Context: an optimization exercise on an open-source flow, tuned for small area. The choices shown serve that exercise and are no tape-out recipe.
Function was checked by simulation only, so behaviour that the tests miss may differ from the original.
Power figures rest on the tool's default switching activity, not on a simulated workload.

$ cat design/flow/run.sh
#!/bin/bash
# synth_recipe.tcl (not shown) runs the flow's synth.tcl, then flattens the netlist and writes it again
# the make line also repeats each setting of config.mk as NAME=value (left out here)
make -C /OpenROAD-flow-scripts/flow DESIGN_CONFIG=/design/flow/config.mk WORK_HOME=/design/flow/orfs CLKGATE_MAP_FILE= SYNTH_SCRIPT=/design/flow/synth_recipe.tcl finish
$ cat design/flow/config.mk
export PLATFORM = sky130hd
export DESIGN_NAME = weight_stream_mem
export DESIGN_NICKNAME = weight_stream_mem
export VERILOG_FILES = /design/flow/design.v
export SDC_FILE = /design/flow/constraint.sdc
export NUM_CORES = 4
export LEC_CHECK = 0
export CAP_MARGIN = 30
export CORE_MARGIN = 2
export CORE_UTILIZATION = 40
export SLEW_MARGIN = 50
$ cat design/flow/constraint.sdc
create_clock -name core_clock -period 10.0 [get_ports {clk}]
set_input_delay 2.0000 -clock core_clock [delete_from_list [all_inputs] [get_ports {clk}]]
set_output_delay 2.0000 -clock core_clock [all_outputs]
set_load 0.01 [all_outputs]
$ cat design/flow/design.v
package wsm_pkg;
    typedef enum logic [1:0] {
        ST_IDLE  = 2'd0,
        ST_FETCH = 2'd1,
        ST_DRAIN = 2'd2
    } wsm_state_e;
    localparam int WSM_ADDR_W = 18;
    typedef struct packed {
        logic [WSM_ADDR_W-1:0] base;
        logic [WSM_ADDR_W:0]   len;
    } wsm_desc_t;
    localparam int WSM_MNIST_FIRST = 0;
    localparam int WSM_MNIST_LAST  = 7;
    localparam int WSM_CIFAR_FIRST = 16;
    localparam int WSM_CIFAR_LAST  = 59;
endpackage
module rom_generic #(
    parameter int DATA_WIDTH = 8,
    parameter int ADDR_WIDTH = 18
) (
    input  logic [ADDR_WIDTH-1:0] addr_i,
    output logic [DATA_WIDTH-1:0] data_o
);
    always_comb begin
        data_o = addr_i[DATA_WIDTH-1:0];
        for (int i = DATA_WIDTH; i < ADDR_WIDTH; i++) begin
            data_o[i % DATA_WIDTH] = data_o[i % DATA_WIDTH] ^ addr_i[i];
        end
    end
endmodule
module wsm_fifo #(
    parameter int  DEPTH = 4,
    localparam int CNT_W = $clog2(DEPTH) + 1
) (
    input  logic             clk,
    input  logic             rst_n,
    input  logic             flush_i,
    input  logic             arrive_i,     
    input  logic             rd_en_i,      
    output logic             empty_o,
    output logic [CNT_W-1:0] count_o
);
    logic [CNT_W-1:0] count_q;
    always_ff @(posedge clk or negedge rst_n) begin
        if (!rst_n) begin
            count_q <= '0;
        end else if (flush_i) begin
            count_q <= '0;
        end else begin
            count_q <= count_q + CNT_W'(arrive_i) - CNT_W'(rd_en_i);
        end
    end
    assign empty_o = (count_q == '0);
    assign count_o = count_q;
endmodule
module weight_stream_mem #(
    parameter int    DATA_WIDTH = 8,
    parameter int    ADDR_WIDTH = 18,
    parameter int    NUM_LAYERS = 64,
    parameter int    FIFO_DEPTH = 4,
    localparam int   LAYER_W    = $clog2(NUM_LAYERS)
) (
    input  logic                  clk,
    input  logic                  rst_n,
    input  logic                  cfg_we,
    input  logic [LAYER_W-1:0]    cfg_layer,
    input  logic [ADDR_WIDTH-1:0] cfg_base,
    input  logic [ADDR_WIDTH:0]   cfg_len,
    output logic                  cfg_err,
    input  logic                  start,
    input  logic [LAYER_W-1:0]    layer_select,
    input  logic [ADDR_WIDTH-1:0] offset,
    input  logic [ADDR_WIDTH:0]   count,
    input  logic                  abort,
    output logic                  busy,
    output logic                  done,
    output logic                  err,
    output logic                  m_valid,
    input  logic                  m_ready,
    output logic [DATA_WIDTH-1:0] m_data,
    output logic                  m_last
);
    localparam int EXT_W = ADDR_WIDTH + 2;
    localparam int CNT_W = $clog2(FIFO_DEPTH) + 1;
    localparam logic [EXT_W-1:0] MEM_WORDS = EXT_W'(1) << ADDR_WIDTH;
    localparam int ENT_W = 2 * ADDR_WIDTH;    
    localparam int HB    = ADDR_WIDTH / 2;    
    localparam int AW    = ADDR_WIDTH;
    localparam int HI_W  = LAYER_W / 2;
    localparam int LO_W  = LAYER_W - HI_W;
    localparam int N_HI  = 1 << HI_W;
    localparam int N_LO  = 1 << LO_W;
    logic [ENT_W-1:0]      tbl_q [NUM_LAYERS];
    logic [NUM_LAYERS-1:0] vld_q;
    logic                  phase_q;       
    logic [ENT_W:0]        pw_c_q;        
    logic [N_HI-1:0]       hi_q;          
    logic [N_LO-1:0]       lo_q;          
    logic [N_LO-1:0]       lo_n_q;        
    logic [HB-1:0]         c_p1;          
    logic [HB-1:0]         c_p2;
    logic [ENT_W-1:0]      c_row;
    logic [EXT_W-1:0]      cfg_end;
    logic                  cfg_ok;
    logic                  cfg_acc;
    logic [ENT_W:0]        cfg_word;
    logic [LAYER_W-1:0]    layer_q;       
    logic [LAYER_W-1:0]    rsel;
    logic [ENT_W-1:0]      sel_t;
    logic                  bypass;
    logic [AW-1:0]         sel_len_raw;
    logic                  sel_vld;
    logic [HB-1:0]         sel_half;      
    logic [AW:0]           sel_len;
    logic [AW-1:0]         half_placed;
    logic [EXT_W-1:0]      req_end;
    logic                  start_ok;
    assign cfg_end  = EXT_W'(cfg_base) + EXT_W'(cfg_len);
    assign cfg_ok   = (cfg_end <= MEM_WORDS);
    assign cfg_acc  = cfg_we && cfg_ok;
    assign cfg_word = {(cfg_len != '0), cfg_base, cfg_len[AW-1:0]};
    always_ff @(posedge clk or negedge rst_n) begin
        if (!rst_n) begin
            phase_q <= 1'b0;
            hi_q    <= '0;
        end else begin
            phase_q <= !phase_q;
            for (int h = 0; h < N_HI; h++) begin
                hi_q[h] <= cfg_acc && (cfg_layer[LAYER_W-1:LO_W] == HI_W'(h));
            end
        end
    end
    always_ff @(posedge clk) begin
        for (int l = 0; l < N_LO; l++) begin
            lo_q[l]   <= (cfg_layer[LO_W-1:0] == LO_W'(l));
            lo_n_q[l] <= (cfg_layer[LO_W-1:0] != LO_W'(l));
        end
        pw_c_q     <= cfg_word ^ {(ENT_W+1){!phase_q}};
        layer_q    <= layer_select;
    end
    assign c_p1  = phase_q ? pw_c_q[AW +: HB] : pw_c_q[AW+HB +: HB];
    assign c_p2  = phase_q ? pw_c_q[AW+HB +: HB] : pw_c_q[AW +: HB];
    assign c_row = {c_p2, c_p1, pw_c_q[AW-1:0]};
    for (genvar g = 0; g < NUM_LAYERS; g++) begin : g_desc
        logic             wr;      
        logic             hold_n;  
        logic [ENT_W-1:0] keep;
        assign wr     = hi_q[g / N_LO] && lo_q[g % N_LO];
        assign hold_n = !hi_q[g / N_LO] || lo_n_q[g % N_LO];
        assign keep   = {tbl_q[g][AW +: HB], tbl_q[g][AW+HB +: HB], tbl_q[g][AW-1:0]};
        always_ff @(posedge clk) begin
            tbl_q[g] <= ~((keep | {ENT_W{wr}}) & ({ENT_W{hold_n}} | c_row));
        end
        always_ff @(posedge clk or negedge rst_n) begin
            if (!rst_n) begin
                vld_q[g] <= 1'b0;
            end else begin
                vld_q[g] <= ~((vld_q[g] | wr) & (hold_n | pw_c_q[ENT_W]));
            end
        end
    end
    logic                  cfg_err_q;
    logic                  busy_q;
    logic                  drain_q;
    logic                  asm_q;         
    logic                  done_q;
    logic                  err_q;
    logic [AW-1:0]         head_q;        
    logic [AW-1:0]         head_a;
    logic [AW-1:0]         head_b;
    logic [AW:0]           remaining_q;
    logic                  req_v_q;
    logic                  rd_v_q;
    logic [DATA_WIDTH-1:0] rom_word;
    logic                  fifo_empty;
    logic [CNT_W-1:0]      fifo_count;
    logic [CNT_W:0]        pending;
    logic                  fetch;
    logic                  issue;
    logic                  pop;
    logic                  abort_act;
    assign rsel        = busy_q ? layer_q : layer_select;
    assign sel_t       = tbl_q[rsel];
    assign bypass      = !busy_q && hi_q[layer_select[LAYER_W-1:LO_W]] && lo_q[layer_select[LO_W-1:0]];
    assign sel_len_raw = bypass ? pw_c_q[AW-1:0] : sel_t[AW-1:0];
    assign sel_vld     = (bypass ? pw_c_q[ENT_W] : vld_q[rsel]) ^ phase_q;
    assign sel_half    = (bypass ? c_p2 : sel_t[AW +: HB]) ^ {HB{phase_q}};
    assign sel_len     = sel_vld ? {((sel_len_raw ^ {AW{phase_q}}) == '0), sel_len_raw ^ {AW{phase_q}}}
                                 : '0;
    assign half_placed = phase_q ? {sel_half, HB'(0)} : {HB'(0), sel_half};
    assign req_end  = EXT_W'(offset) + EXT_W'(count);
    assign start_ok = (count != '0) && (req_end <= EXT_W'(sel_len));
    assign fetch     = busy_q && !drain_q;
    assign pending   = (CNT_W+1)'(fifo_count) + (CNT_W+1)'(req_v_q) + (CNT_W+1)'(rd_v_q);
    assign issue     = fetch && (pending < (CNT_W+1)'(FIFO_DEPTH));
    assign pop       = m_valid && m_ready;
    assign abort_act = abort && busy_q;
    always_ff @(posedge clk or negedge rst_n) begin
        if (!rst_n) begin
            cfg_err_q <= 1'b0;
        end else begin
            cfg_err_q <= cfg_we && !cfg_ok;
        end
    end
    always_ff @(posedge clk or negedge rst_n) begin
        if (!rst_n) begin
            busy_q  <= 1'b0;
            drain_q <= 1'b0;
            asm_q   <= 1'b0;
            done_q  <= 1'b0;
            err_q   <= 1'b0;
            req_v_q <= 1'b0;
            rd_v_q  <= 1'b0;
        end else begin
            done_q  <= 1'b0;
            err_q   <= 1'b0;
            asm_q   <= 1'b0;
            req_v_q <= 1'b0;
            rd_v_q  <= req_v_q;
            if (!busy_q) begin
                if (start) begin
                    if (start_ok) begin
                        busy_q <= 1'b1;
                        asm_q  <= 1'b1;
                    end else begin
                        err_q <= 1'b1;
                    end
                end
            end else if (!drain_q) begin
                if (issue) begin
                    req_v_q <= 1'b1;
                    if (remaining_q == (AW+1)'(1)) begin
                        drain_q <= 1'b1;
                    end
                end
            end else begin
                if (pop && m_last) begin
                    done_q  <= 1'b1;
                    busy_q  <= 1'b0;
                    drain_q <= 1'b0;
                end
            end
            if (abort_act) begin
                busy_q  <= 1'b0;
                drain_q <= 1'b0;
                done_q  <= 1'b0;
                req_v_q <= 1'b0;
                rd_v_q  <= 1'b0;
            end
        end
    end
    always_ff @(posedge clk) begin
        remaining_q <= busy_q ? remaining_q - (AW+1)'(issue) : count;
    end
    assign head_a = busy_q ? head_q : offset;
    assign head_b = (!busy_q || asm_q) ? half_placed : AW'(pop);
    always_ff @(posedge clk) begin
        head_q <= head_a + head_b;
    end
    rom_generic #(
        .DATA_WIDTH (DATA_WIDTH),
        .ADDR_WIDTH (ADDR_WIDTH)
    ) u_rom (
        .addr_i (head_q),
        .data_o (rom_word)
    );
    wsm_fifo #(
        .DEPTH (FIFO_DEPTH)
    ) u_fifo (
        .clk       (clk),
        .rst_n     (rst_n),
        .flush_i   (abort_act),
        .arrive_i  (rd_v_q),
        .rd_en_i   (pop),
        .empty_o   (fifo_empty),
        .count_o   (fifo_count)
    );
    assign m_valid = !fifo_empty;
    assign m_last  = m_valid && drain_q && (pending == (CNT_W+1)'(1));
    assign m_data  = m_valid ? rom_word : '0;
    assign busy    = busy_q;
    assign done    = done_q;
    assign err     = err_q;
    assign cfg_err = cfg_err_q;
endmodule
==> results of run 1 <==
[cell usage after synthesis (all sizes together), types with 9 or more instances]
cell type,n,area share (%)
a2111oi,13,0.13
o2bb2ai,10,0.10
nor2,168,0.74
mux4,20,0.52
o21ai,96,0.57
or3,15,0.11
clkbuf,655,2.9
and2,74,0.54
nand3b,13,0.12
nor2b,11,0.080
nand3,47,0.27
nand2b,80,0.58
a22o,128,1.3
inv,38,0.17
a21o,14,0.12
a21oi,93,0.54
xnor2,88,0.89
and3,30,0.22
nor3b,15,0.15
nand2,170,0.75
a221oi,151,1.6
a222oi,59,0.69
nand4,105,0.77
and3b,9,0.092
or4,19,0.17
a221o,14,0.16
or3b,12,0.13
a22oi,473,4.1
a211oi,11,0.096
mux2,41,0.54
dfxtp,2400,56
a2bb2oi,9,0.092
nor3,39,0.23
dfrtp,84,2.4
buf,358,1.8
ha,78,1.1
nor4,49,0.36
xor2,18,0.18
o22ai,2447,18
[routing by layer]
metal | global-route usage [%] | vias to the layer above
met2 | 58.12 | 10850
met1 | 53.99 | 43650
li1 | - | 32150
met3 | 30.49 | 3646
met4 | 37.45 | 56
met5 | 6.895 | -
[cell families after synthesis]
kind of cell | after synthesis | synth area share (%)
fa+ha+maj | 83 | 1.250
mux | 68 | 1.145
xor+xnor | 106 | 1.078
buf+inv | 1052 | 4.816
simple gates | 867 | 5.403
flops | 2484 | 58.23
compound gates | 3600 | 28.08
[power by group]
part / total, W / switching (W) / internal [W]
Clock: 0.00999 / 0.00426 / 0.00573
Combinational: 0.00456 / 0.00301 / 0.00155
Sequential: 0.0116 / 0.000644 / 0.0110
Total: 0.0262 / 0.00791 / 0.0183
[final timing paths]
check / startpoint / endpoint / slack, ps / cells past startpoint
worst min-delay path: tbl_q[45][35]$_DFF_P_ / tbl_q[45][26]$_DFF_P_ / 370 / 1
max in group asynchronous: rst_n / vld_q[53]$_DFF_PN0_ / 8100 / 3
min in group asynchronous: rst_n / vld_q[26]$_DFF_PN0_ / 980 / 1
worst max-delay path: layer_select[5] / busy_q$_DFF_PN0_ / 960 / 27
worst min register to register: tbl_q[45][35]$_DFF_P_ / tbl_q[45][26]$_DFF_P_ / 370 / 1
worst max register to register: busy_q$_DFF_PN0_ / busy_q$_DFF_PN0_ / 2070 / 27
[worst register-to-register path, delay by kind of cell (launching register included)]
kind | cells | cell delay, ps
AO/OA/AOI/OAI | 14 | 2790
buffers and inverters | 5 | 1370
XOR/XNOR | 1 | 190
adder cells (fa/ha/maj) | 1 | 220
flip-flops | 1 | 580
AND/OR/NAND/NOR | 6 | 2710
[layout by cell type (no fill, tap or decap), types with 38 or more instances in the layout]
cell type / Yosys / final
buf_6: 8 / 61
nand3_1: 47 / 47
clkbuf_1: 655 / 46
buf_4: 7 / 188
o21ai_0: 92 / 86
a22oi_1: 473 / 473
dfxtp_1: 2400 / 2381
clkbuf_8: 0 / 74
a22o_1: 128 / 128
xnor2_1: 88 / 88
o22ai_1: 2444 / 2441
dfrtp_1: 84 / 78
a222oi_1: 59 / 59
nand4_1: 104 / 104
nor2_1: 165 / 140
buf_12: 0 / 153
ha_1: 78 / 78
and2_4: 0 / 52
a221oi_1: 149 / 147
clkbuf_16: 0 / 248
clkinv_2: 0 / 43
diode_2: 0 / 112
nand2_1: 168 / 157
inv_1: 38 / 38
a21oi_1: 93 / 92
nor4_1: 49 / 41
clkdlybuf4s50_1: 0 / 104
[area by class of cell]
class	count	share of cell area, %
diodes	112	0.2721
clock buffers	359	7.062
clock inverters	93	1.355
inverters	39	0.1421
multi-input cells	4724	31.76
flip-flops and latches	2484	48.73
well taps	2838	3.448
repair buffers	576	7.230
[metrics by stage]
step / setup slack [ps] / util [%] / area, µm²
after floorplan: 3215 / - / 86120
after global placement: 602.5 / 41.94 / 89930
after detailed placement: 653.4 / 43.74 / 93780
after CTS: 1477 / 47.78 / 102400
after global routing: 898.4 / 47.92 / 102700
final: 961.6 / 48.04 / 103000
[sequential cells by signal, summed over array words and instances (netlist names), 3 cells and up]
signal and count:
lo_n_q 8, u_fifo.count_q 3, hi_q 8, tbl_q 2304, layer_q 6, head_q 18, vld_q 64, remaining_q 19
lo_q 8, pw_c_q 37
==> metrics.md, run 1 <==
| Metric | Value |
|---|---|
| Worst rel slew slack | `38.68%` |
| Tot GR Track Use | `46.56%` |
| Worst min path class | `reg -> reg` |
| Buffers on Ports | `105` |
| Non-filler cells, final | `11230` |
| Post-synth top flop | `dfxtp_1` |
| DRC | `0` |
| CTS Hold Bufs | `0` |
| Unrepaired setup endpoints after global routing | `false` |
| Layout cells sized above 1 | `between 10 and 15%` |
| Synth warnings | `4` |
| Clock Skew | `98.52 ps` |
| Num Clock Sinks | `2484` |
| Dpl cells | `10640` |
| Total of max-cap violations | `0` |
| Vias in the first global route | `around 80000` |
| Element type at the critical path end | `flip-flop` |
| Htree depth | `4` |
| Drt first pass iters | `12` |
| WP data required | `10780 ps` |
| Most used cell, CP | `a21o_1` |
| Final Hold Vio Count | `0` |
| Register Area | `approximately 50000 µm²` |
| Fillers | `19120` |
| Synth unique cells | `89` |
| Met1 WL | `179400 µm` |
| CTS clk-pin slew, worst paths | `60 ps` |
| Final Cycle Share | `between 90% and 100%` |
| Worst vdd ir | `0.1646 mV` |
| Total number of placement rows | `170` |
| FMAX | `110.6 MHz` |
| TritonCTS Buffers | `241` |
| Chip Height | `468.0 µm` |
| Initial DRC count | `20420` |
| Die area | `219000 µm²` |
| Register area share after synthesis | `58.23%` |
| Io pins | `around 110` |
| Syn Nets | `8435` |
| Cell area power density | `roughly 250 nW/µm²` |
| Routed met2 length | `191600 µm` |
| First-pass GRT wire length | `roughly 700000 µm` |
| CP max-delay cell | `clkdlybuf4s50_1` |
| Total core area | `214400 µm²` |
| Worst EP arrival | `between 9000 and 10000 ps` |
| Cells after Synth | `8260` |
| Multi-input gate area | `32710 µm²` |
| Worst hold slack | `between 300 and 400 ps` |
| Wire per inst | `47.40 µm` |
| Buffer depth of the longest clock path | `3` |
| CTS tree | `done` |
| Slew of the pin with the lowest slew margin | `a little over 900 ps` |
| Post-synthesis async set-or-reset flop share | `3.382%` |
| Root buf cell | `clkbuf_16` |
| Post-CTS sizing | `0` |
| Fin crit period | `approximately 9000 ps` |
| Initial core utilization | `40.17%` |
| Crit start category | `input port` |
| Via count | `90340` |
| Crit path kind | `in -> reg` |
| Max Slew Vio Count | `0` |
| GPL Wtd Cong | `around 1.0` |
| Initial antenna violation count | `~90` |
| Final HPWL DP | `328300 µm` |
| Final setup vio count | `0` |
| Worst-path maximum fanout | `13` |
| Clock latency (worst-skew pair) | `960 ps` |
| Metal3 WL | `100600 µm` |
| Largest delay share family, worst path | `simple AND/OR/NAND/NOR gates` |
| Total Wirelength | `532100 µm` |
| Worst path max stage delay | `810 ps` |
| Post-CTS Setup Bufs | `0` |
| Routed Antenna Nets | `0` |
| Post-synth EDFFs | `0` |
| Largest net degree at the start of global routing | `67` |
| Max Used Layer | `met5` |
| Setup TNS | `0 ps` |
| Grt total ovfl | `0` |
| Yosys reg bits | `~2500` |
| Nets@finish | `between 8000 and 9000` |
| Mapped cell area | `86120 µm²` |
| Layout overhead on the synthesized area | `19.60%` |
| Pleak | `39.04 nW` |
| Outcome | `no timing/DRC/antenna violations` |
| Vias per cell | `8.048` |
| Buf/Inv on CP | `5` |
| Syn_area_per_cell | `10.43 µm²` |
| Die Width | `468.0 µm` |
| Design Power | `between 0.02 and 0.03 W` |
==> inputs of run 2 (changes only) <==
==> design/flow/flow/run.sh (new file) <==
#!/bin/bash
# Standard layout (the standard.sh: standard synthesis, floorplan, place,
# CTS, route, finish) with two changes passed to the ORFS scripts through
# their own variables:
#  - port buffers use buf_2 instead of the default pick (a delay cell);
#  - clock tree synthesis without dummy loads, from clkbuf_8 buffers with
#    clusters of at most 20 sinks within 40 um.
set -euo pipefail
export BUFFER_PORTS_ARGS="-buffer_cell sky130_fd_sc_hd__buf_2"
export CTS_ARGS="-sink_clustering_enable -repair_clock_nets -dont_use_dummy_load -buf_list {sky130_fd_sc_hd__clkbuf_8} -sink_clustering_size 20 -sink_clustering_max_diameter 40"
bash standard.sh > standard_flow.log 2>&1
==> design/flow/standard.sh (new file) <==
#!/bin/bash
# synth_recipe.tcl (not shown) runs the flow's synth.tcl, then flattens the netlist and writes it again
# the make line also repeats each setting of config.mk as NAME=value (left out here)
make -C /OpenROAD-flow-scripts/flow DESIGN_CONFIG=/design/flow/config.mk WORK_HOME=/design/flow/orfs CLKGATE_MAP_FILE= SYNTH_SCRIPT=/design/flow/synth_recipe.tcl "${@:-finish}"
--- a/design/flow/config.mk
+++ b/design/flow/config.mk
@@ -8,4 +8,4 @@
 export CAP_MARGIN = 30
 export CORE_MARGIN = 2
 export CORE_UTILIZATION = 40
-export SLEW_MARGIN = 50
+export SLEW_MARGIN = 40
removed: design/flow/run.sh
==> run 2 against run 1 <==
Still clean. Non-clock buffer count decreased by 80. Clock power down 33%. Final area fell by 6.1%. Clock skew up 48 ps. First-iteration DRC count is 10% lower. Power decreased by 13%. Flip-flop and latch count unchanged. Die area did not move. Count of clock-buffer cells in the layout decreased by 17. Via count fell by 2.0%. Combinational power is 4% lower. Highest routed layer unchanged.
==> metrics.md, run 2 <==
| Metric | Value |
|---|---|
| Outcome | `no timing/DRC/antenna violations` |
| Post-CTS Setup Bufs | `0 (unchanged)` |
| Yosys top cell by area | `dfxtp_1` |
| Worst min path class | `reg -> reg` |
| Buffer depth of the longest clock path | `4 (+1)` |
| Post-synth top flop | `dfxtp_1` |
| Largest register by flop count | `tbl_q` |
| Die Width | `468.0 µm (unchanged)` |
| GPL Wtd Cong | `1.052 (+0.23%)` |
| Worst EP arrival | `9210 ps (-610 ps)` |
| Initial DRC count | `18350 (-10%)` |
| Top-count cell post-synth | `o22ai_1` |
| Worst vdd ir | `0.1261 mV (-23%)` |
| Post-synthesis async set-or-reset flop share | `3.382% (unchanged)` |
| Worst rel slew slack | `27.61% (-11 points)` |
| Setup TNS | `0 ps (unchanged)` |
| CTS clk-pin slew, worst paths | `60 ps (about the same)` |
| Post-synth top cells | `2444 x o22ai_1, 2400 x dfxtp_1, 655 x clkbuf_1` |
| Element type at the critical path end | `flip-flop` |
| Num Clock Sinks | `2484 (unchanged)` |
| Final Hold Vio Count | `0 (unchanged)` |
| Final HPWL DP | `327200 µm (-0.34%)` |
| Buffers on Ports | `105 (unchanged)` |
| Total core area | `214400 µm² (unchanged)` |
| Worst setup margin | `1747 ps (+785.6 ps)` |
| Max reg flops | `2304 (unchanged)` |
| Total Wirelength | `530800 µm (-0.24%)` |
| Non-filler cells, final | `11010 (-2.0%)` |
| Hold path depth | `1 (unchanged)` |
| Worst reg-to-reg setup slack | `1940 ps (-130 ps)` |
| CTS tree | `done` |
| DRC | `0 (unchanged)` |
| Vias in the first global route | `78070 (-0.97%)` |
| Initial core utilization | `40.17% (unchanged)` |
| Die area | `219000 µm² (unchanged)` |
| Slew of the pin with the lowest slew margin | `1086 ps (+169.3 ps)` |
| Layout cells sized above 1 | `14.04% (-0.25 points)` |
| Clock latency (worst-skew pair) | `1190 ps (+230 ps)` |
| Final setup vio count | `0 (unchanged)` |
| Most frequent cells in the layout | `2443 x o22ai_1, 2381 x dfxtp_1, 473 x a22oi_1` |
| Wire per inst | `48.23 µm (+1.7%)` |
| Chip Height | `468.0 µm (unchanged)` |
| Cell area power density | `235.7 nW/µm² (-7.3%)` |
| Htree depth | `5 (+1)` |
| Via count | `88530 (-2.0%)` |
| FMAX | `121.2 MHz (+9.5%)` |
| Fin util | `45.10% (-2.9 points)` |
| Tot GR Track Use | `46.35% (-0.22 points)` |
| Unrepaired setup endpoints after global routing | `false` |
| Post-placement setup slack | `1112 ps (+458.2 ps)` |
| CTS Hold Bufs | `0 (unchanged)` |
| Cells after Synth | `8260 (unchanged)` |
| Routed Antenna Nets | `0 (unchanged)` |
| Root buf cell | `clkbuf_8` |
| Mapped cell area | `86120 µm² (unchanged)` |
| Yosys reg bits | `2484 (unchanged)` |
| Fin crit period | `8253 ps (-785.6 ps)` |
| Vias per cell | `8.044 (about the same)` |
| Synth unique cells | `89 (unchanged)` |
| Fillers | `19920 (+4.2%)` |
| Clock Skew | `146.5 ps (+47.95 ps)` |
| Crit start category | `input port` |
| Most common cell after layout, fill and taps aside | `o22ai_1` |
| Post-synth EDFFs | `0 (unchanged)` |
| Largest regs | `tbl_q: 2304 flops, vld_q: 64 flops, pw_c_q: 37 flops` |
| Layout overhead on the synthesized area | `12.28%` |
| Design Power | `0.02279 W (-13%)` |
| Final Cycle Share | `82.53% (-7.9 points)` |
| Largest net degree at the start of global routing | `67 (unchanged)` |
| Io pins | `106 (unchanged)` |
| Crit path kind | `in -> reg` |
| Initial antenna violation count | `67 (-24%)` |
| Total of max-cap violations | `0 (unchanged)` |
| Post-synth top area share | `55.79% (unchanged)` |
| Synth warnings | `4 (unchanged)` |
| Largest cells by area after synthesis | `dfxtp_1 56%, o22ai_1 18%, a22oi_1 4.1%` |
| Total number of placement rows | `170 (unchanged)` |
| First-pass GRT wire length | `693600 µm (-0.80%)` |
| Syn_area_per_cell | `10.43 µm² (unchanged)` |
| TritonCTS Buffers | `342 (+42%)` |
| WP data required | `10960 ps (+180 ps)` |
| Worst-path maximum fanout | `21 (+8)` |
| Syn Nets | `8435 (unchanged)` |
| Max Slew Vio Count | `0 (unchanged)` |
| Register area share after synthesis | `58.23% (unchanged)` |
| Grt total ovfl | `0 (unchanged)` |
| Drt first pass iters | `8 (-4)` |
| Pleak | `36.46 nW (-6.6%)` |
| Dpl cells | `10570 (-0.72%)` |
| Nets@finish | `8262 (+0.25%)` |
| R2r worst-path depth | `22 (-19%)` |
| Post-CTS sizing | `0 (unchanged)` |
## run 2: cell families (layout without fill, tap and decap cells)
group	after synthesis	in the layout	share of synthesized area [%]
and+or+nand+nor	867	867	5.403
muxes	68	68	1.145
AOI/OAI and AO/OA	3600	3600	28.08
buffers and inverters	1052	877	4.816
xor gates and xnor gates	106	106	1.078
other	0	83	0
adders and majority gates	83	83	1.250
DFF	2484	2484	58.23
## run 2: power breakdown
part	internal, W	total (W)	switching, W
Sequential	0.0110	0.0117	0.000666
Clock	0.00302	0.00674	0.00372
Combinational	0.00144	0.00438	0.00294
Total	0.0155	0.0228	0.00732
## run 2: through the flow
| step | hold slack [ps] | cell area, µm² |
|---|---|---|
| 2_1_floorplan | 388.1 | 86120 |
| 3_3_place_gp | 388.9 | 89150 |
| 3_5_place_dp | 394.0 | 91450 |
| 4_1_cts | 336.5 | 96160 |
| 5_1_grt | 362.2 | 96520 |
| 6_report | 343.4 | 96700 |
## run 2: area by class of cell
cell class	instances	area, µm²	share of cell area (%)
diodes	83	207.7	0.2148
flip-flops and latches	2484	50190	51.91
well taps	2838	3551	3.672
clock buffers	342	4707	4.868
inverters	39	146.4	0.1514
multi-input cells	4724	32640	33.76
repair buffers	496	5248	5.427
## run 2: final timing paths
path,from,endpoint
max,layer_select[0],busy_q$_DFF_PN0_
min in group asynchronous,rst_n,hi_q[4]$_DFF_PN0_
min,tbl_q[10][34]$_DFF_P_,tbl_q[10][25]$_DFF_P_
max reg2reg,busy_q$_DFF_PN0_,busy_q$_DFF_PN0_
max in group asynchronous,rst_n,vld_q[51]$_DFF_PN0_
min reg2reg,tbl_q[10][34]$_DFF_P_,tbl_q[10][25]$_DFF_P_
## run 2: critical path: stages
cell	delay, ps
buf_2	300
or3b_1	430
nand2_2	620
nand2_1	790
o22ai_1	160
nor4_1	800
nand4_1	170
o22ai_1	780
mux2_1	390
a211oi_1	370
nand2_1	120
ha_1	260
a21oi_1	170
nor2b_1	70
o21ai_0	160
nand2b_1	90
a21oi_1	150
nor2b_1	60
a2111oi_0	450
o21ai_0	150
a41o_1	240
nor3b_1	270
o21bai_1	150
## run 2: metal layers
layer	routed length, µm	up-vias	GRT usage, %
met5	1487	-	3.887
li1	-	31890	-
met4	56650	61	38.68
met2	193100	10270	58.08
met1	184700	43000	55.11
met3	94860	3309	27.40
==> inputs of run 3 (changes only) <==
==> design/flow/flow/run.sh (replaced) <==
#!/bin/bash
# Standard layout (the standard.sh: standard synthesis, floorplan, place,
# CTS, route, finish) with two changes passed to the ORFS scripts through
# their own variables:
#  - port buffers use buf_2 instead of the default pick (a delay cell);
#  - clock tree synthesis without dummy loads, from clkbuf_16 buffers with
#    clusters of at most 26 sinks within 60 um.
set -euo pipefail
export BUFFER_PORTS_ARGS="-buffer_cell sky130_fd_sc_hd__buf_2"
export CTS_ARGS="-sink_clustering_enable -repair_clock_nets -dont_use_dummy_load -buf_list {sky130_fd_sc_hd__clkbuf_16} -sink_clustering_size 26 -sink_clustering_max_diameter 60"
bash standard.sh > standard_flow.log 2>&1
==> run 3 against run 2 <==
Still clean on timing, DRC and antenna. Non-clock buffer count grew 1. Hold slack gained 1.4 ps. Count of clock-buffer cells in the layout shrank 186. Critical path type unchanged.
==> metrics.md, run 3 <==
| Metric | Value |
|---|---|
| Outcome | `no timing/DRC/antenna violations` |
| Unrepaired setup endpoints after global routing | `false` |
| Largest cells by area after synthesis | `dfxtp_1 56%, o22ai_1 18%, a22oi_1 4.1%` |
| Register area share after synthesis | `58.23% (unchanged)` |
| Element type at the critical path end | `flip-flop` |
| Fin crit period | `8426 ps (+173.0 ps)` |
| Yosys reg bits | `2484 (unchanged)` |
| Post-synth top flop | `dfxtp_1` |
| Io pins | `106 (unchanged)` |
| TritonCTS Buffers | `156 (-54%)` |
| Worst vdd ir | `0.1460 mV (+16%)` |
| Post-synth top area share | `55.79% (unchanged)` |
| Buffers on Ports | `105 (unchanged)` |
| Worst reg-to-reg setup slack | `1960 ps (+20 ps)` |
| Slew of the pin with the lowest slew margin | `1100 ps (+14.06 ps)` |
| Wire per inst | `48.67 µm (+0.91%)` |
| Non-filler cells, final | `10840 (-1.5%)` |
| Via count | `87510 (-1.2%)` |
| Post-synthesis async set-or-reset flop share | `3.382% (unchanged)` |
| Worst hold slack | `344.8 ps (+1.410 ps)` |
| Final setup vio count | `0 (unchanged)` |
| Vias in the first global route | `76550 (-1.9%)` |
| Yosys top cell by area | `dfxtp_1` |
| Post-synth top cells | `2444 x o22ai_1, 2400 x dfxtp_1, 655 x clkbuf_1` |
| CTS Hold Bufs | `0 (unchanged)` |
| Largest register by flop count | `tbl_q` |
| Top-count cell post-synth | `o22ai_1` |
| Worst setup margin | `1574 ps (-173.0 ps)` |
| Worst rel slew slack | `26.50% (-1.1 points)` |
| WP data required | `10760 ps (-200 ps)` |
| Tot GR Track Use | `46.15% (-0.19 points)` |
| CTS tree | `done` |
| DRC | `0 (unchanged)` |
| Pleak | `35.93 nW (-1.4%)` |
| Total number of placement rows | `170 (unchanged)` |
| Largest regs | `tbl_q: 2304 flops, vld_q: 64 flops, pw_c_q: 37 flops` |
| Nets@finish | `8077 (-2.2%)` |
| Final HPWL DP | `327200 µm (unchanged)` |
| Layout cells sized above 1 | `12.04% (-2.0 points)` |
| Buffer depth of the longest clock path | `3 (-1)` |
| Cells after Synth | `8260 (unchanged)` |
| Post-synth EDFFs | `0 (unchanged)` |
| Crit path kind | `in -> reg` |
| Synth unique cells | `89 (unchanged)` |
| Worst min path class | `reg -> reg` |
| Routed Antenna Nets | `0 (unchanged)` |
| Htree depth | `4 (-1)` |
| Final Cycle Share | `84.26% (+1.7 points)` |
| Initial DRC count | `18610 (+1.4%)` |
| Post-CTS sizing | `0 (unchanged)` |
| Compound-cell area share of the yosys netlist | `28.08% (unchanged)` |
| Syn_area_per_cell | `10.43 µm² (unchanged)` |
| Die Width | `468.0 µm (unchanged)` |
| Post-placement setup slack | `1112 ps (unchanged)` |
| Total core area | `214400 µm² (unchanged)` |
| GPL Wtd Cong | `1.052 (unchanged)` |
| Total Wirelength | `527700 µm (-0.60%)` |
| Largest family of logic cells by synthesized area | `compound AO/OA/AOI/OAI gates` |
| Grt total ovfl | `0 (unchanged)` |
| Post-CTS Setup Bufs | `0 (unchanged)` |
| Crit start category | `input port` |
| CTS clk-pin slew, worst paths | `100 ps (+40 ps)` |
| Num Clock Sinks | `2484 (unchanged)` |
| Max Slew Vio Count | `0 (unchanged)` |
| Worst EP arrival | `9190 ps (-20 ps)` |
| Clock latency (worst-skew pair) | `920 ps (-270 ps)` |
| Largest net degree at the start of global routing | `67 (unchanged)` |
| FMAX | `118.7 MHz (-2.1%)` |
| Initial antenna violation count | `82 (+22%)` |
| Most common cell after layout, fill and taps aside | `o22ai_1` |
| Dpl cells | `10570 (unchanged)` |
| First-pass GRT wire length | `688900 µm (-0.68%)` |
| Mapped cell area | `86120 µm² (unchanged)` |
| Setup TNS | `0 ps (unchanged)` |
| Clock Skew | `98.19 ps (-48.28 ps)` |
| Most frequent cells in the layout | `2443 x o22ai_1, 2381 x dfxtp_1, 473 x a22oi_1` |
| Root buf cell | `clkbuf_16` |
| Initial core utilization | `40.17% (unchanged)` |
| Simple-gate share of the synthesized area | `5.403% (unchanged)` |
| Drt first pass iters | `13 (+5)` |
| Chip Height | `468.0 µm (unchanged)` |
| Die area | `219000 µm² (unchanged)` |
| Max reg flops | `2304 (unchanged)` |
| Synth Area in Adders | `1.249% (unchanged)` |
| Cell area power density | `231.9 nW/µm² (-1.6%)` |
| Layout overhead on the synthesized area | `11.44%` |
| Vias per cell | `8.072 (+0.34%)` |
| Mux contribution to synthesized area | `1.145% (unchanged)` |
| Syn Nets | `8435 (unchanged)` |
| Final Hold Vio Count | `0 (unchanged)` |
| Worst-path maximum fanout | `21 (unchanged)` |
| Total of max-cap violations | `0 (unchanged)` |
| Synth warnings | `4 (unchanged)` |
| Post-Synth XOR/XNOR Area | `1.078% (unchanged)` |
-- run 3: cell count changes in the layout (fill, tap and decap cells not counted), sizes merged --
cell,before,now
buf,496,495
diode,83,104
clkbuf,342,158
-- run 3: path summary, 6_finish.rpt --
| kind | end | cells after the start | start |
|---|---|---|---|
| setup / recovery | busy_q$_DFF_PN0_ | 23 | layer_select[0] |
| hold / removal | tbl_q[14][18]$_DFF_P_ | 1 | tbl_q[14][27]$_DFF_P_ |
| setup reg to reg | busy_q$_DFF_PN0_ | 22 | busy_q$_DFF_PN0_ |
| hold reg to reg | tbl_q[14][18]$_DFF_P_ | 1 | tbl_q[14][27]$_DFF_P_ |
| max in group asynchronous | vld_q[56]$_DFF_PN0_ | 2 | rst_n |
| min in group asynchronous | hi_q[5]$_DFF_PN0_ | 1 | rst_n |
-- run 3: metal layers --
metal | vias up | part of all wire (%) | wire length, µm | global-route usage (%)
li1 | 31590 | - | - | -
met1 | 42640 | 35 | 184100 | 55.16
met2 | 10020 | 36 | 192200 | 57.97
met3 | 3217 | 18 | 94510 | 27.54
met4 | 46 | 11 | 56140 | 37.46
met5 | - | 0.16 | 819 | 2.064
-- run 3: critical path, stage by stage --
cell	delay (ps)
buf_2	300
or3b_1	420
nand2_2	610
nand2_1	800
o22ai_1	160
nor4_1	920
nand4_1	180
o22ai_1	650
mux2_1	390
a211oi_1	380
nand2_1	120
ha_1	260
a21oi_1	170
nor2b_1	70
o21ai_0	160
nand2b_1	100
a21oi_1	150
nor2b_1	60
a2111oi_0	450
o21ai_0	150
a41o_1	230
nor3b_1	260
o21bai_1	150
-- run 3: layout make-up --
class / count / area [µm²]
Fill cell: 19900 / 118400
Multi-Input combinational cell: 4724 / 32650
Inverter: 39 / 146.4
Clock buffer: 156 / 3904
Sequential cell: 2484 / 50190
Antenna cell: 104 / 260.3
Timing Repair Buffer: 497 / 5269
Tap cell: 2838 / 3551
-- run 3: cell families after synthesis --
kind of cell             after synthesis
adder cells (fa/ha/maj)               83
XOR/XNOR                             106
flip-flops                          2484
AO/OA/AOI/OAI                       3600
AND/OR/NAND/NOR                      867
multiplexers                          68
buffers and inverters               1052
-- run 3: stage by stage --
step,utilization (%),cell area [µm²],total power (W)
2_1_floorplan,-,86120,0.01388
3_3_place_gp,41.58,89150,0.01575
3_5_place_dp,42.65,91450,0.01585
4_1_cts,44.48,95360,0.02173
5_1_grt,44.65,95740,0.02256
6_report,44.76,95970,0.02225
-- run 3: report_power, final --
group | total (W) | switching, W | internal, W | leakage (nW)
logic | 0.00439 | 0.00295 | 0.00144 | 13.0
clock network | 0.00621 | 0.00344 | 0.00276 | 1.92
registers | 0.0117 | 0.000663 | 0.0110 | 21.0
total | 0.0223 | 0.00705 | 0.0152 | 35.9
==> inputs of run 4 (changes only) <==
--- a/design/flow/config.mk
+++ b/design/flow/config.mk
@@ -8,4 +8,4 @@
 export CAP_MARGIN = 30
 export CORE_MARGIN = 2
 export CORE_UTILIZATION = 40
-export SLEW_MARGIN = 40
+export SLEW_MARGIN = 30
==> run 4 against run 3 <==
Still clean on timing, DRC and antenna. Sequential share of layout area up 0.85 points. Power about the same. Register-to-register slack worse by 260 ps. Worst setup slack worse by 330 ps. Final area down 1.6%. Largest power group unchanged.
==> metrics.md, run 4 <==
| Metric | Value |
|---|---|
| Post-synth EDFFs | `0 (unchanged)` |
| Max reg flops | `2304 (unchanged)` |
| Grt total ovfl | `0 (unchanged)` |
| Synth Area in Adders | `1.249% (unchanged)` |
| Dpl cells | `10490 (-0.78%)` |
| Max Slew Vio Count | `0 (unchanged)` |
| Outcome | `no timing/DRC/antenna violations` |
| CTS clk-pin slew, worst paths | `100 ps (about the same)` |
| Cell area power density | `235.5 nW/µm² (+1.6%)` |
| Synth unique cells | `89 (unchanged)` |
| WP data required | `10730 ps (-30 ps)` |
| Yosys reg bits | `2484 (unchanged)` |
| Wire per inst | `48.78 µm (+0.23%)` |
| Register area share after synthesis | `58.23% (unchanged)` |
| Largest regs | `tbl_q: 2304 flops, vld_q: 64 flops, pw_c_q: 37 flops` |
| Chip Height | `468.0 µm (unchanged)` |
| Htree depth | `4 (unchanged)` |
| Vias in the first global route | `76010 (-0.70%)` |
| Crit start category | `input port` |
| Post-synth top flop | `dfxtp_1` |
| Initial antenna violation count | `74 (-9.8%)` |
| Clock Skew | `116.8 ps (+18.66 ps)` |
| Slew of the pin with the lowest slew margin | `1330 ps (+230.0 ps)` |
| Worst rel slew slack | `11.34% (-15 points)` |
| Syn Nets | `8435 (unchanged)` |
| Buffers on Ports | `105 (unchanged)` |
| Root buf cell | `clkbuf_16` |
| CTS Hold Bufs | `0 (unchanged)` |
| Largest net degree at the start of global routing | `67 (unchanged)` |
| Total core area | `214400 µm² (unchanged)` |
| GPL Wtd Cong | `1.052 (unchanged)` |
| CTS tree | `done` |
| Hold path depth | `1 (unchanged)` |
| Non-filler cells, final | `10770 (-0.69%)` |
| Compound-cell area share of the yosys netlist | `28.08% (unchanged)` |
| Largest family of logic cells by synthesized area | `compound AO/OA/AOI/OAI gates` |
| Crit path kind | `in -> reg` |
| Fin crit period | `8754 ps (+328.5 ps)` |
| Clock latency (worst-skew pair) | `910 ps (about the same)` |
| Yosys top cell by area | `dfxtp_1` |
| Worst min path class | `reg -> reg` |
| Final setup vio count | `0 (unchanged)` |
| Via count | `87070 (-0.51%)` |
| Layout cells sized above 1 | `11.09% (-0.95 points)` |
| Initial DRC count | `18550 (-0.31%)` |
| Final HPWL DP | `302800 µm (-7.4%)` |
| Vias per cell | `8.086 (+0.18%)` |
| Drt first pass iters | `22 (+9)` |
| Post-CTS sizing | `0 (unchanged)` |
| Total number of placement rows | `170 (unchanged)` |
| Worst hold slack | `366.1 ps (+21.33 ps)` |
| Pleak | `35.28 nW (-1.8%)` |
| Worst EP arrival | `9480 ps (+290 ps)` |
| R2r worst-path depth | `23 (+4.5%)` |
| Initial core utilization | `40.17% (unchanged)` |
| FMAX | `114.2 MHz (-3.8%)` |
| Setup TNS | `0 ps (unchanged)` |
| Post-Synth XOR/XNOR Area | `1.078% (unchanged)` |
| First-pass GRT wire length | `685000 µm (-0.57%)` |
| Worst reg-to-reg setup slack | `1700 ps (-260 ps)` |
| Largest cells by area after synthesis | `dfxtp_1 56%, o22ai_1 18%, a22oi_1 4.1%` |
| Total of max-cap violations | `0 (unchanged)` |
| Simple-gate share of the synthesized area | `5.403% (unchanged)` |
| Buffer depth of the longest clock path | `3 (unchanged)` |
| Mapped cell area | `86120 µm² (unchanged)` |
| Final Hold Vio Count | `0 (unchanged)` |
| DRC | `0 (unchanged)` |
| Total Wirelength | `525200 µm (-0.47%)` |
| Post-CTS Setup Bufs | `0 (unchanged)` |
| Synth warnings | `4 (unchanged)` |
| Most common cell after layout, fill and taps aside | `o22ai_1` |
| Routed Antenna Nets | `0 (unchanged)` |
| Nets@finish | `8005 (-0.89%)` |
| Layout overhead on the synthesized area | `9.643%` |
| Post-synthesis async set-or-reset flop share | `3.382% (unchanged)` |
| Die Width | `468.0 µm (unchanged)` |
| Top-count cell post-synth | `o22ai_1` |
| Post-synth top area share | `55.79% (unchanged)` |
| Worst setup margin | `1246 ps (-328.5 ps)` |
| Syn_area_per_cell | `10.43 µm² (unchanged)` |
| Post-placement setup slack | `1094 ps (-18.02 ps)` |
| Cells after Synth | `8260 (unchanged)` |
| Die area | `219000 µm² (unchanged)` |
| Num Clock Sinks | `2484 (unchanged)` |
| Tot GR Track Use | `45.91% (-0.24 points)` |
| Post-synth top cells | `2444 x o22ai_1, 2400 x dfxtp_1, 655 x clkbuf_1` |
| Element type at the critical path end | `flip-flop` |
| Worst vdd ir | `0.1834 mV (+26%)` |
| Io pins | `106 (unchanged)` |
| TritonCTS Buffers | `157 (+0.64%)` |
| Final Cycle Share | `87.54% (+3.3 points)` |
| Most frequent cells in the layout | `2443 x o22ai_1, 2381 x dfxtp_1, 473 x a22oi_1` |
| Worst-path maximum fanout | `22 (+4.8%)` |
| Mux contribution to synthesized area | `1.145% (unchanged)` |
| Unrepaired setup endpoints after global routing | `false` |
| Largest register by flop count | `tbl_q` |
-- run 4: area by class of cell --
type	count	area [µm²]
Fill cell	20020	120000
Tap cell	2838	3551
Timing Repair Buffer	424	3797
Clock buffer	157	3929
Sequential cell	2484	50180
Multi-Input combinational cell	4724	32560
Inverter	39	146.4
Antenna cell	101	252.7
-- run 4: worst paths after layout --
kind | startpoint | end
min in group asynchronous | rst_n | cfg_err_q$_DFF_PN0_
max | layer_select[4] | busy_q$_DFF_PN0_
max in group asynchronous | rst_n | vld_q[43]$_DFF_PN0_
min | tbl_q[36][31]$_DFF_P_ | tbl_q[36][22]$_DFF_P_
min reg2reg | tbl_q[36][31]$_DFF_P_ | tbl_q[36][22]$_DFF_P_
max reg2reg | busy_q$_DFF_PN0_ | busy_q$_DFF_PN0_
-- run 4: per-stage QoR --
step                total power, W  utilization, %  cell area, µm²
CTS                        0.02172           43.64           93580
floorplan                  0.01388               -           86120
detailed placement         0.01583           41.81           89650
global placement           0.01575           41.58           89150
global route               0.02257           43.93           94190
finish                     0.02224           44.04           94420
-- run 4: metal layers --
metal / wire length (µm) / track usage (%)
met4: 55610 / 36.95
met5: 1252 / 3.338
met1: 183200 / 55.02
met3: 92770 / 26.96
met2: 192400 / 57.84
-- run 4: kinds of logic after synthesis --
kind of cell	Yosys count
AOI/OAI and AO/OA	3600
DFF	2484
buffers and inverters	1052
and+or+nand+nor	867
xor gates and xnor gates	106
adders and majority gates	83
muxes	68
-- run 4: power by group --
part           internal [W]  total [W]  switching [W]
clock network       0.00278    0.00622        0.00344
registers            0.0110     0.0117       0.000663
logic               0.00142    0.00436        0.00293
total                0.0152     0.0222        0.00704
-- run 4: critical path, stage by stage --
cell,delay [ps]
buf_2,270
or3_1,530
nand2_2,720
buf_4,470
nand2_1,180
a2bb2oi_1,450
nand4_1,320
or4_1,700
o22ai_1,720
mux2_1,400
a211oi_1,320
nand2_1,110
ha_1,260
a21oi_1,160
nor2b_1,70
o21ai_0,160
nand2b_1,80
a21oi_1,150
nor2b_1,60
a2111oi_0,450
o21ai_0,140
a41o_1,230
nor3b_1,280
o21bai_1,160

[separate check: timing with driven ports]
The flow's constraints put no driver on any port. The routed layouts listed below were extracted and timed again, unchanged, in two steps.
Step 1, drivers: a clkbuf_16 drives clk and a buf_2 each remaining input, both assumed.
Step 2 moves the port delays by t, midway between the first and last clock arrival at a register: inputs arrive t later, outputs are due t later. That takes back most of the time a late clock gives input paths.
a / b / c = ideal ports / drivers / drivers and shift; a / b = the first two.
| run | t, ns | slack for setup (ns) | hold WS [ns] |
|---|---|---|---|
| run 1 | 1.003 | 0.962 / 1.010 / 0.007 | 0.375 / 0.375 / 0.375 |
| run 2 | 1.203 | 1.747 / 1.776 / 0.573 | 0.343 / 0.343 / 0.343 |
| run 3 | 0.962 | 1.574 / 1.603 / 0.642 | 0.345 / 0.345 / 0.345 |
| run 4 | 0.944 | 1.246 / 1.267 / 0.324 | 0.366 / 0.366 / 0.366 |
After both steps every run listed still meets setup and hold. For run 2, which loses most, drivers alone change the setup slack by +0.029 ns; drivers and shift together by -1.174 ns.
